Background: an optimization exercise with open tools, aiming at small area and a short achievable clock period. Do not read the settings as production practice.
Function was checked by simulation only, so behaviour that the tests miss may differ from the original.
Power and IR drop assume default switching activity.

**flow/config.mk**
```make
export PLATFORM = sky130hd
export DESIGN_NAME = note_sequencer
export DESIGN_NICKNAME = note_sequencer
export VERILOG_FILES = /design/flow/design.v
export SDC_FILE = /design/flow/constraint.sdc
export NUM_CORES = 4
export LEC_CHECK = 0
export CAP_MARGIN = 20
export CORE_MARGIN = 2
export CORE_UTILIZATION = 40
export SLEW_MARGIN = 20
```
**flow/constraint.sdc**
```tcl
create_clock -name core_clock -period 5.0 [get_ports {clk}]
set_input_delay 1.0000 -clock core_clock [delete_from_list [all_inputs] [get_ports {clk}]]
set_output_delay 1.0000 -clock core_clock [all_outputs]
set_load 0.01 [all_outputs]
```
**flow/design.v**
```verilog
module note_sequencer #(
  parameter int DEPTH     = 64,
  parameter int DUR_W     = 16,
  parameter int TICK_DIV  = 16,
  parameter int DEB_TICKS = 10
) (
  input  logic                         clk,
  input  logic                         rst_n,
  input  logic [4:0]                   key_code,
  input  logic                         rec_n,
  input  logic                         play_n,
  input  logic                         stop_n,
  output logic [4:0]                   note_out,
  output logic [1:0]                   state_out,
  output logic                         full,
  output logic [$clog2(DEPTH+1)-1:0]   evt_count
);
  localparam int CW  = $clog2(DEPTH+1);
  localparam int AW  = (DEPTH > 1) ? $clog2(DEPTH) : 1;
  localparam int TW  = (TICK_DIV > 1) ? $clog2(TICK_DIV) : 1;
  localparam int DBW = $clog2(DEB_TICKS+1);
  localparam int EW  = 5 + DUR_W;
  localparam logic [4:0] SILENCE = 5'b11111;
  typedef enum logic [1:0] {S_IDLE = 2'b00, S_REC = 2'b01, S_PLAY = 2'b10} state_t;
  state_t            state;
  logic [4:0]        key_s1, key_s2;
  logic [2:0]        btn_s1, btn_s2, btn_d;
  logic [2:0]        press;
  logic              stop_p, rec_p, play_p;
  logic [TW-1:0]     tick_cnt;
  logic              tick;
  logic [4:0]        cand, stable;
  logic [DBW-1:0]    deb_cnt, deb_next;
  logic              chg;
  logic [4:0]        cur_code;
  logic [DUR_W-1:0]  dur, dur_plus, pdur, pcnt;
  logic [AW-1:0]     addr, rd_addr;
  logic              pload;
  logic [EW-1:0]     mem [DEPTH];
  logic [EW-1:0]     rd_data, wr_data;
  logic              wr_en, rd_en, sat, rec_close, full_hit, last, pdone, idle_rec, play_go;
  always_ff @(posedge clk or negedge rst_n) begin
    if (!rst_n) begin
      key_s1 <= SILENCE;
      key_s2 <= SILENCE;
      btn_s1 <= 3'b111;
      btn_s2 <= 3'b111;
      btn_d  <= 3'b111;
    end else begin
      key_s1 <= key_code;
      key_s2 <= key_s1;
      btn_s1 <= {stop_n, rec_n, play_n};
      btn_s2 <= btn_s1;
      btn_d  <= btn_s2;
    end
  end
  assign press  = btn_d & ~btn_s2;
  assign stop_p = press[2];
  assign rec_p  = press[1];
  assign play_p = press[0];
  assign tick   = (tick_cnt == TW'(TICK_DIV-1));
  always_ff @(posedge clk or negedge rst_n) begin
    if (!rst_n) tick_cnt <= '0;
    else        tick_cnt <= tick ? '0 : tick_cnt + 1'b1;
  end
  always_comb begin
    deb_next = DBW'(1);
    if (key_s2 == cand)
      deb_next = (deb_cnt == DBW'(DEB_TICKS)) ? deb_cnt : deb_cnt + 1'b1;
  end
  always_ff @(posedge clk or negedge rst_n) begin
    if (!rst_n) begin
      cand    <= SILENCE;
      stable  <= SILENCE;
      deb_cnt <= '0;
      chg     <= 1'b0;
    end else begin
      chg <= 1'b0;
      if (tick) begin
        cand    <= key_s2;
        deb_cnt <= deb_next;
        if (deb_next >= DBW'(DEB_TICKS) && key_s2 != stable) begin
          stable <= key_s2;
          chg    <= 1'b1;
        end
      end
    end
  end
  always_comb begin
    dur_plus  = tick ? dur + 1'b1 : dur;
    sat       = tick && (dur_plus == '1);
    rec_close = (state == S_REC) && (chg || sat || stop_p);
    wr_en     = rec_close && (dur_plus != '0);
    wr_data   = {cur_code, dur_plus};
    full_hit  = wr_en && (evt_count == CW'(DEPTH-1));
    idle_rec  = !stop_p && rec_p;
    play_go   = !stop_p && !rec_p && play_p && (evt_count != '0);
    last      = (CW'(addr) == evt_count - 1'b1);
    pdone     = (state == S_PLAY) && !pload && tick && ((pcnt + 1'b1) == pdur);
    rd_en     = ((state == S_IDLE) && play_go) || (pdone && !last);
    rd_addr   = (state == S_IDLE) ? '0 : addr + 1'b1;
  end
  always_ff @(posedge clk) begin
    if (wr_en) mem[evt_count[AW-1:0]] <= wr_data;
  end
  always_ff @(posedge clk) begin
    if (rd_en) rd_data <= mem[rd_addr];
  end
  always_ff @(posedge clk or negedge rst_n) begin
    if (!rst_n) begin
      state     <= S_IDLE;
      note_out  <= SILENCE;
      full      <= 1'b0;
      evt_count <= '0;
      cur_code  <= SILENCE;
      dur       <= '0;
      addr      <= '0;
      pcnt      <= '0;
      pdur      <= '0;
      pload     <= 1'b0;
    end else begin
      case (state)
        S_IDLE: begin
          note_out <= stable;
          if (idle_rec) begin
            state     <= S_REC;
            evt_count <= '0;
            full      <= 1'b0;
            cur_code  <= stable;
            dur       <= '0;
          end else if (play_go) begin
            state <= S_PLAY;
            addr  <= '0;
            pload <= 1'b1;
          end
        end
        S_REC: begin
          note_out <= stable;
          dur      <= rec_close ? '0 : dur_plus;
          if (chg)   cur_code  <= stable;
          if (wr_en) evt_count <= evt_count + 1'b1;
          if (full_hit) begin
            full  <= 1'b1;
            state <= S_IDLE;
          end else if (stop_p) begin
            state <= S_IDLE;
          end
        end
        S_PLAY: begin
          if (stop_p) begin
            state    <= S_IDLE;
            note_out <= stable;
            pload    <= 1'b0;
          end else if (pload) begin
            note_out <= rd_data[EW-1:DUR_W];
            pdur     <= rd_data[DUR_W-1:0];
            pcnt     <= '0;
            pload    <= 1'b0;
          end else if (tick) begin
            if (pdone) begin
              if (last) begin
                state <= S_IDLE;
              end else begin
                addr  <= addr + 1'b1;
                pload <= 1'b1;
              end
            end else begin
              pcnt <= pcnt + 1'b1;
            end
          end
        end
        default: state <= S_IDLE;
      endcase
    end
  end
  assign state_out = state;
endmodule
```
**flow/run.sh**
```bash
#!/bin/bash
# synth_recipe.tcl (not shown) runs the flow's synth.tcl, then flattens the netlist and writes it again
# the make line also repeats each setting of config.mk as NAME=value (left out here)
make -C /OpenROAD-flow-scripts/flow DESIGN_CONFIG=/design/flow/config.mk WORK_HOME=/design/flow/orfs CLKGATE_MAP_FILE= SYNTH_SCRIPT=/design/flow/synth_recipe.tcl finish
```
==> metrics.md <==
| Metric | Value |
|---|---|
| Vias | 39100 |
| Syn_nets | 4578 |
| Yosys warnings | 1 |
| Setup violators final | 0 |
| Yosys top cell area share | 0.678 |
| Startpoint Class | flop |
| Setup tns final | 0 ns |
| Count leader, synth | edfxtp_1 |
| Dominant cells by area after synthesis | edfxtp_1, nand2_1, nand3_1, dfrtp_1, mux2i_1 |
| GRT Residual Overflow | 0 |
| Crit path largest cell delay | 0.76 ns |
| TritonRoute pass-1 iters | 6 |
| Delay-heaviest family, CP | simple AND/OR/NAND/NOR gates |
| Worst Setup Path Type | flop to flop |
| Layout Nets | 4633 |
| VDD IR max | 0.273 mV |
| Initial DRC count | 5325 |
| Placed cells | 6477 |
| Die height | 393 µm |
| Placement Setup Slack | 0.729 ns |
| Worst rel slew slack | 0.224 |
| Critical path, cell by cell | nand4_1 > nor4_1 > nand3_1 > xor2_1 > nand4_1 > o21a_1 > nand2_4 > buf_4 > nor3_2 > buf_12 |
| Seq/Total Area, Yosys | 0.725 |
| CP required | 5.49 ns |
| Unrepaired setup endpoints after global routing | false |
| Reg clk slew, reported paths | 0.06 ns |
| Worst slew pin tran | 1.16 ns |
| Worst Path Buf+Inv | 2 |
| Largest net degree at the start of global routing | 122 |
| Crit path DAT | 4.92 ns |
| Yosys cell types | 79 |
| Port Buf Inserts | 24 |
| PD cells | 387 nW/µm² |
| Mean Syn Cell Area | 13.3 µm² |
| DP Wirelength | 110000 µm |
| Max clock buf depth | 3 |
| Max cap viols | 0 |
| Most frequent cells after synthesis | edfxtp_1, nand2_1, nand3_1, clkbuf_1, nor2_1 |
| EDFF count, synth | 1365 |
| Fin cells | 6753 |
| # H-tree levels | 4 |
| Most frequent CP cell | nand4_1 |
| Pwr Total | 26.9 mW |
| Cells after Synth | 4559 |
| Die area | 154000 µm² |
| Synth Flop Type | edfxtp_1 |
| Final Core Density | 0.464 |
| Reg2reg path depth | 10 |
| Vias per cell | 5.79 |
| Hold Vio Cnt, Final | 0 |
| Hold crit path type | primary input to async pin |
| Num CTS Buffers | 151 |
| R2R Setup Slk | 0.57 ns |
| Period utilization | 0.886 |
| Initial antenna violation count | 8 |
| Vias in the first global route | 36300 |
| Routed WL per cell | 26.9 µm |
| # clock sinks | 1478 |
| Drt drc | 0 |
| Layout cells sized above 1 | 0.131 |
| Final slew viol count | 0 |
| Area of the core | 150000 µm² |
| Achievable clock frequency | 0.226 GHz |
| Status | timing/DRC/antenna clean |
| Final worst setup slack | 0.569 ns |
| Synth Register Bits | 1478 |
| CP Launch Point | dur[5] |
| Latest clock arrival within the worst-skew pair | 0.79 ns |
| TritonCTS clock tree | built |
| Hold buffer count at cts | 0 |
| Syn-to-layout area delta | 15.0% |
| CTS resizes | 0 |
| Placer Congestion | 0.926 |
| Tmin final | 4.43 ns |
| Post-CTS Setup Inserts | 0 |
| CP Capture Type | flop |
| CTS Root Cell | clkbuf_16 |
| First-pass GRT wire length | 261000 µm |
| Post-Syn Area | 60500 µm² |
| GRT Util Overall | 0.234 |
| RR Endpoint | mem[61][8] |
| Slowest-stage cell, CP | nor4_1 |
| Crit-path max FO | 17 |
| Width of the chip | 393 µm |
| ANT nets after route | 0 |
| Clock Skews | 0.0249 ns |
| Initial Util | 0.403 |
| Synth area leader | edfxtp_1 |
| Routed WL | 182000 µm |
| I/O Pins | 25 |
| FP Rows | 142 |
| Ys async rst share | 0.0765 |
| R2r startpoint | dur[5] |
| Pleak | 21.9 nW |
-- per-layer routing --
layer | global-route usage | vias up | wire length [µm]
met1 | 0.333 | 19600 | 76000
li1 | - | 17200 | -
met2 | 0.347 | 1895 | 80000
met5 | 0 | - | 26
met4 | 0.106 | 4 | 8600
met3 | 0.0453 | 334 | 16900
-- layout make-up --
| class | count | area, µm² |
|---|---|---|
| clock inverter | 80 | 797 |
| timing repair buffer | 222 | 2100 |
| inverter | 19 | 75.1 |
| fill | 13200 | 80400 |
| clock buffer | 192 | 4070 |
| tap | 2016 | 2520 |
| antenna | 4 | 10.0 |
| multi-input combinational | 2742 | 16100 |
| sequential | 1478 | 43900 |
-- power breakdown --
group / switching, mW / internal [mW] / leakage [nW]
combinational: 1.57 / 0.644 / 7.83
sequential: 0.0506 / 13.4 / 11.7
clock: 4.75 / 6.49 / 2.38
total: 6.37 / 20.5 / 21.9
-- how the worst max path moves through the flow --
stage | to | slack (ns) | cells after the start
after floorplan | mem[40][0] | -0.28 | 11
after global placement | mem[48][16] | 0.76 | 9
after detailed placement | mem[61][8] | 0.73 | 10
after CTS | mem[61][8] | 0.66 | 10
after global routing | mem[23][11] | 0.36 | 10
final | mem[61][8] | 0.57 | 10
-- flip-flops by register name (all words and copies together), names as in the netlist, 2 cells and up --
signal and cells:
cand 5, note_out 5, btn_s1 3, pdur 16, stable 5, state 2
dur 16, pcnt 16, addr 6, rd_data 21, key_s1 5, cur_code 5
key_s2 5, mem 1344, tick_cnt 4, evt_count 7, btn_s2 3, btn_d 3
deb_cnt 4
-- kinds of logic after synthesis --
family	after synthesis	synth area share
xor+xnor	62	0.00910
mux	168	0.0331
buf+inv	339	0.0216
fa+ha+maj	9	0.00186
simple gates	1948	0.143
compound gates	555	0.0661
flops	1478	0.725
-- per-stage QoR --
step / area, µm² / hold WS [ns]
4_1_cts: 69500 / 0.345
3_5_place_dp: 64700 / 0.348
2_1_floorplan: 60800 / 0.345
3_3_place_gp: 64600 / 0.348
5_1_grt: 69500 / 0.342
6_report: 69500 / 0.350
-- placed cells by master (no fill, tap or decap), types with 54 or more instances in the layout --
master / count
a32oi_1: 54
a21oi_1: 77
dfrtp_1: 72
mux2i_1: 117
nor2_1: 138
nand2_1: 1017
a31oi_1: 56
o21ai_0: 80
nand3_1: 502
buf_4: 169
edfxtp_1: 1365
a211oi_1: 56
a311oi_1: 85
clkbuf_16: 155

## port drivers added, routing unchanged
The results above use ideal ports. As a check the final layout listed here was re-extracted and re-timed, cells and wires unchanged.
Step 1 sets driving cells, clkbuf_16 on the clock port and buf_2 on the other inputs (assumed; they add their load-dependent delay and slew).
Step 2 moves the port delays by t, midway between the first and last clock arrival at a register: inputs arrive t later, outputs are due t later. That takes back most of the time a late clock gives input paths.
Slacks: ideal ports / drivers / drivers and shift; pairs: ideal ports / drivers.
t, ns: 0.857
setup WS [ns]: 0.569 / 0.569 / 0.569
worst hold slack (ns): 0.350 / 0.300 / 0.350
cell pins on the clock port's net: 1
After both steps setup and hold are still met in this run. The setup slack of this run moves by 0.000 ns with the drivers and by 0.000 ns with both steps.
